This design comes from an exercise in tuning for small area on the open sky130 flow, not from production work. Only simulation tests tie the RTL to the original design; equivalence was not proved. No activity file was given, so power comes from the tool's default toggle rates.

oak:
==> module top5_sorter, before the edit <==
module top5_sorter (
    input  logic            clk,
    input  logic            e203_rst_n,
    input  logic            i_frame_open,
    input  logic            i_beat_fire,
    input  logic            i_in_window,
    input  yolo_pkg::beat_t i_beat,
    input  yolo_pkg::col_t  i_col,
    input  logic [2:0]      i_row,
    output yolo_pkg::conf_t [yolo_pkg::KEEP_N-1:0] o_conf,
    output yolo_pkg::box_t  [yolo_pkg::KEEP_N-1:0] o_box,
    output yolo_pkg::col_t  [yolo_pkg::KEEP_N-1:0] o_col,
    output logic [yolo_pkg::KEEP_N-1:0][2:0]       o_row,
    output logic [yolo_pkg::KEEP_N-1:0]            o_valid,
    output logic [yolo_pkg::KEEP_N-1:0][2:0]       o_rank
);
    localparam int N = yolo_pkg::KEEP_N;
    yolo_pkg::conf_t cur_conf;
    logic            take;
    yolo_pkg::conf_t [N-1:0] conf_q;
    yolo_pkg::box_t  [N-1:0] box_q;
    yolo_pkg::col_t  [N-1:0] col_q;
    logic [N-1:0][2:0]       row_q;
    logic [N-1:0]            valid_q;
    logic [N-1:0][2:0]       rank_q;
    logic [N-1:0]            gt;
    logic [N-1:0]            evict;
    logic [N-1:0]            load;
    logic                    ins;
    logic [2:0]              pos;
    function automatic logic conf_gt(input yolo_pkg::conf_t a, input yolo_pkg::conf_t b);
        logic g;
        g = 1'b0;
        for (int i = 0; i < 8; i++) begin
            g = (a[i] & ~b[i]) | ((a[i] | ~b[i]) & g);
        end
        conf_gt = g;
    endfunction
    assign cur_conf = i_beat[yolo_pkg::CONF_LSB +: 8];
    assign take     = i_beat_fire && i_in_window;
    always_comb begin
        for (int s = 0; s < N; s++) begin
            gt[s] = !valid_q[s] || conf_gt(cur_conf, conf_q[s]);
        end
    end
    always_comb begin
        for (int s = 0; s < N; s++) begin
            if (!valid_q[N-1]) begin
                evict[s] = !valid_q[s] && ((s == 0) || valid_q[(s == 0) ? 0 : s-1]);
            end else begin
                evict[s] = rank_q[s][2];
            end
            load[s] = take && evict[s] && gt[s] && (cur_conf != 8'h00);
        end
        ins = |load;
    end
    always_comb begin
        pos = 3'd0;
        for (int s = 0; s < N; s++) begin
            pos = pos + {2'b00, !gt[s]};
        end
    end
    always_ff @(posedge clk) begin
        for (int s = 0; s < N; s++) begin
            if (load[s]) begin
                conf_q[s] <= cur_conf;
                box_q[s]  <= i_beat[31:0];
                col_q[s]  <= i_col;
                row_q[s]  <= i_row;
            end
        end
    end
    always_ff @(posedge clk) begin
        for (int s = 0; s < N; s++) begin
            if (load[s]) begin
                rank_q[s] <= pos;
            end else if (ins && gt[s]) begin
                rank_q[s] <= rank_q[s] + 3'd1;
            end
        end
    end
    always_ff @(posedge clk or negedge e203_rst_n) begin
        if (!e203_rst_n) begin
            valid_q <= '0;
        end else if (i_frame_open) begin
            valid_q <= '0;
        end else begin
            valid_q <= valid_q | load;
        end
    end
    assign o_conf  = conf_q;
    assign o_box   = box_q;
    assign o_col   = col_q;
    assign o_row   = row_q;
    assign o_valid = valid_q;
    assign o_rank  = rank_q;
endmodule
==> flow/config.mk <==
export PLATFORM = sky130hd
export DESIGN_NAME = yolo_layer_top
export DESIGN_NICKNAME = yolo_layer_top
export VERILOG_FILES = /design/flow/design.v
export SDC_FILE = /design/flow/constraint.sdc
export NUM_CORES = 4
export LEC_CHECK = 0
export CAP_MARGIN = 20
export CORE_MARGIN = 2
export CORE_UTILIZATION = 40
export CTS_CLUSTER_DIAMETER = 100
export CTS_CLUSTER_SIZE = 30
export SLEW_MARGIN = 20
==> flow/constraint.sdc <==
create_clock -name core_clock -period 5.0 [get_ports {clk}]
set_input_delay 1.0000 -clock core_clock [delete_from_list [all_inputs] [get_ports {clk}]]
set_output_delay 1.0000 -clock core_clock [all_outputs]
set_load 0.01 [all_outputs]
standard.sh (not shown) runs the stock make flow with config.mk's settings and CLKGATE_MAP_FILE= SYNTH_SCRIPT=/design/flow/synth_recipe.tcl, a recipe that flattens the netlist after the stock synthesis.
==> flow/flow/run.sh <==
#!/bin/bash
# The standard layout, with the smallest buffer on each input and output port.
set -euo pipefail
bash standard.sh BUFFER_PORTS_ARGS="-buffer_cell sky130_fd_sc_hd__buf_1" finish > standard_make.log 2>&1
Edits applied to the flow inputs when going from oak to pine:
--- a/flow/design.v
+++ b/flow/design.v
@@ -158,9 +158,9 @@
     always_ff @(posedge clk) begin
         for (int s = 0; s < N; s++) begin
             if (load[s]) begin
                 rank_q[s] <= pos;
-            end else if (ins && gt[s]) begin
+            end else if (ins && valid_q[s] && gt[s]) begin
                 rank_q[s] <= rank_q[s] + 3'd1;
             end
         end
     end
### Flow results
Clock share of power: pine vs oak down 0.5 points. Final standard cell count with taps included and fillers excluded: lower on oak. pine ends up with higher global-route track usage on met3 than oak does. Compared with oak, pine shows sum of net half-perimeters after detailed placement that has gone down slightly. Die area: pine worse than oak. Of pine and oak, the lower cell area after layout belongs to oak.

RTL: one of the versions met above, not the one the previous note started from.
Size in the first run: roughly 690 cells after synthesis, ~280 flip-flops, about 11000 sq um of cells after synthesis.
==> module top5_sorter, before the edit <==
module top5_sorter (
    input  logic            clk,
    input  logic            e203_rst_n,
    input  logic            i_frame_open,
    input  logic            i_beat_fire,
    input  logic            i_in_window,
    input  yolo_pkg::beat_t i_beat,
    input  yolo_pkg::col_t  i_col,
    input  logic [2:0]      i_row,
    output yolo_pkg::conf_t [yolo_pkg::KEEP_N-1:0] o_conf,
    output yolo_pkg::box_t  [yolo_pkg::KEEP_N-1:0] o_box,
    output yolo_pkg::col_t  [yolo_pkg::KEEP_N-1:0] o_col,
    output logic [yolo_pkg::KEEP_N-1:0][2:0]       o_row,
    output logic [yolo_pkg::KEEP_N-1:0]            o_valid,
    output logic [yolo_pkg::KEEP_N-1:0][2:0]       o_rank
);
    localparam int N = yolo_pkg::KEEP_N;
    yolo_pkg::conf_t cur_conf;
    logic            take;
    yolo_pkg::conf_t [N-1:0] conf_q;
    yolo_pkg::box_t  [N-1:0] box_q;
    yolo_pkg::col_t  [N-1:0] col_q;
    logic [N-1:0][2:0]       row_q;
    logic [N-1:0]            valid_q;
    logic [N-1:0][2:0]       rank_q;
    logic [N-1:0]            gt;
    logic [N-1:0]            evict;
    logic [N-1:0]            load;
    logic                    ins;
    logic [2:0]              pos;
    function automatic logic conf_gt(input yolo_pkg::conf_t a, input yolo_pkg::conf_t b);
        logic g;
        g = 1'b0;
        for (int i = 0; i < 8; i++) begin
            g = (a[i] & ~b[i]) | ((a[i] | ~b[i]) & g);
        end
        conf_gt = g;
    endfunction
    assign cur_conf = i_beat[yolo_pkg::CONF_LSB +: 8];
    assign take     = i_beat_fire && i_in_window;
    always_comb begin
        for (int s = 0; s < N; s++) begin
            gt[s] = !valid_q[s] || conf_gt(cur_conf, conf_q[s]);
        end
    end
    always_comb begin
        for (int s = 0; s < N; s++) begin
            if (!valid_q[N-1]) begin
                evict[s] = !valid_q[s] && ((s == 0) || valid_q[(s == 0) ? 0 : s-1]);
            end else begin
                evict[s] = rank_q[s][2];
            end
            load[s] = take && evict[s] && gt[s] && (cur_conf != 8'h00);
        end
        ins = |load;
    end
    always_comb begin
        pos = 3'd0;
        for (int s = 0; s < N; s++) begin
            pos = pos + {2'b00, !gt[s]};
        end
    end
    always_ff @(posedge clk) begin
        for (int s = 0; s < N; s++) begin
            if (load[s]) begin
                conf_q[s] <= cur_conf;
                box_q[s]  <= i_beat[31:0];
                col_q[s]  <= i_col;
                row_q[s]  <= i_row;
            end
        end
    end
    always_ff @(posedge clk) begin
        for (int s = 0; s < N; s++) begin
            if (load[s]) begin
                rank_q[s] <= pos;
            end else if (ins && valid_q[s] && gt[s]) begin
                rank_q[s] <= rank_q[s] + 3'd1;
            end
        end
    end
    always_ff @(posedge clk or negedge e203_rst_n) begin
        if (!e203_rst_n) begin
            valid_q <= '0;
        end else if (i_frame_open) begin
            valid_q <= '0;
        end else begin
            valid_q <= valid_q | load;
        end
    end
    assign o_conf  = conf_q;
    assign o_box   = box_q;
    assign o_col   = col_q;
    assign o_row   = row_q;
    assign o_valid = valid_q;
    assign o_rank  = rank_q;
endmodule
clock: 5.0 ns
lec_check: 0
cap_margin: 20
core_margin: 2
core_utilization: 40
cts_cluster_diameter: 100
cts_cluster_size: 30
slew_margin: 20
run.sh (not shown) runs the stock make flow with config.mk's settings and CLKGATE_MAP_FILE= SYNTH_SCRIPT=/design/flow/synth_recipe.tcl, a recipe that flattens the netlist after the stock synthesis.
Stock flow here: none of the scripts above is used.
Next try:
--- a/flow/design.v
+++ b/flow/design.v
@@ -158,9 +158,9 @@
     always_ff @(posedge clk) begin
         for (int s = 0; s < N; s++) begin
             if (load[s]) begin
                 rank_q[s] <= pos;
-            end else if (ins && valid_q[s] && gt[s]) begin
+            end else if (ins && gt[s]) begin
                 rank_q[s] <= rank_q[s] + 3'd1;
             end
         end
     end
What happened: Global-route usage went down by 0.20 points. Die area drops by 1.0%. Synthesized area falls by 1.0%. Non-clock buffer count goes down by 1. First-iteration DRC count climbs by 15%.

-- re-timing with driven ports --
How much do the figures lean on ideal ports? The routed layouts below were timed once more, with nothing changed but the port constraints.
Step 1, drivers: a clkbuf_16 drives clk and a buf_2 each remaining input, both assumed.
Step 2 moves the port delays by t, midway between the first and last clock arrival at a register: inputs arrive t later, outputs are due t later. That takes back most of the time a late clock gives input paths.
Three values: ideal, step 1, step 2; two values: the first two.
run | t, ns | slack for setup (ns) | worst hold slack (ns)
oak | 0.536 | 0.951 / 0.976 / 0.440 | 0.460 / 0.431 / 0.569
pine | 0.518 | 1.025 / 1.009 / 0.490 | 0.480 / 0.458 / 0.574
the first run of note 2 | 0.520 | 0.759 / 0.771 / 0.251 | 0.501 / 0.477 / 0.574
the second run of note 2 | 0.527 | 0.571 / 0.593 / 0.066 | 0.474 / 0.450 / 0.572
After both steps setup and hold are still met in every run listed. For pine, which loses most, drivers alone change the setup slack by -0.016 ns; drivers and shift together by -0.535 ns.
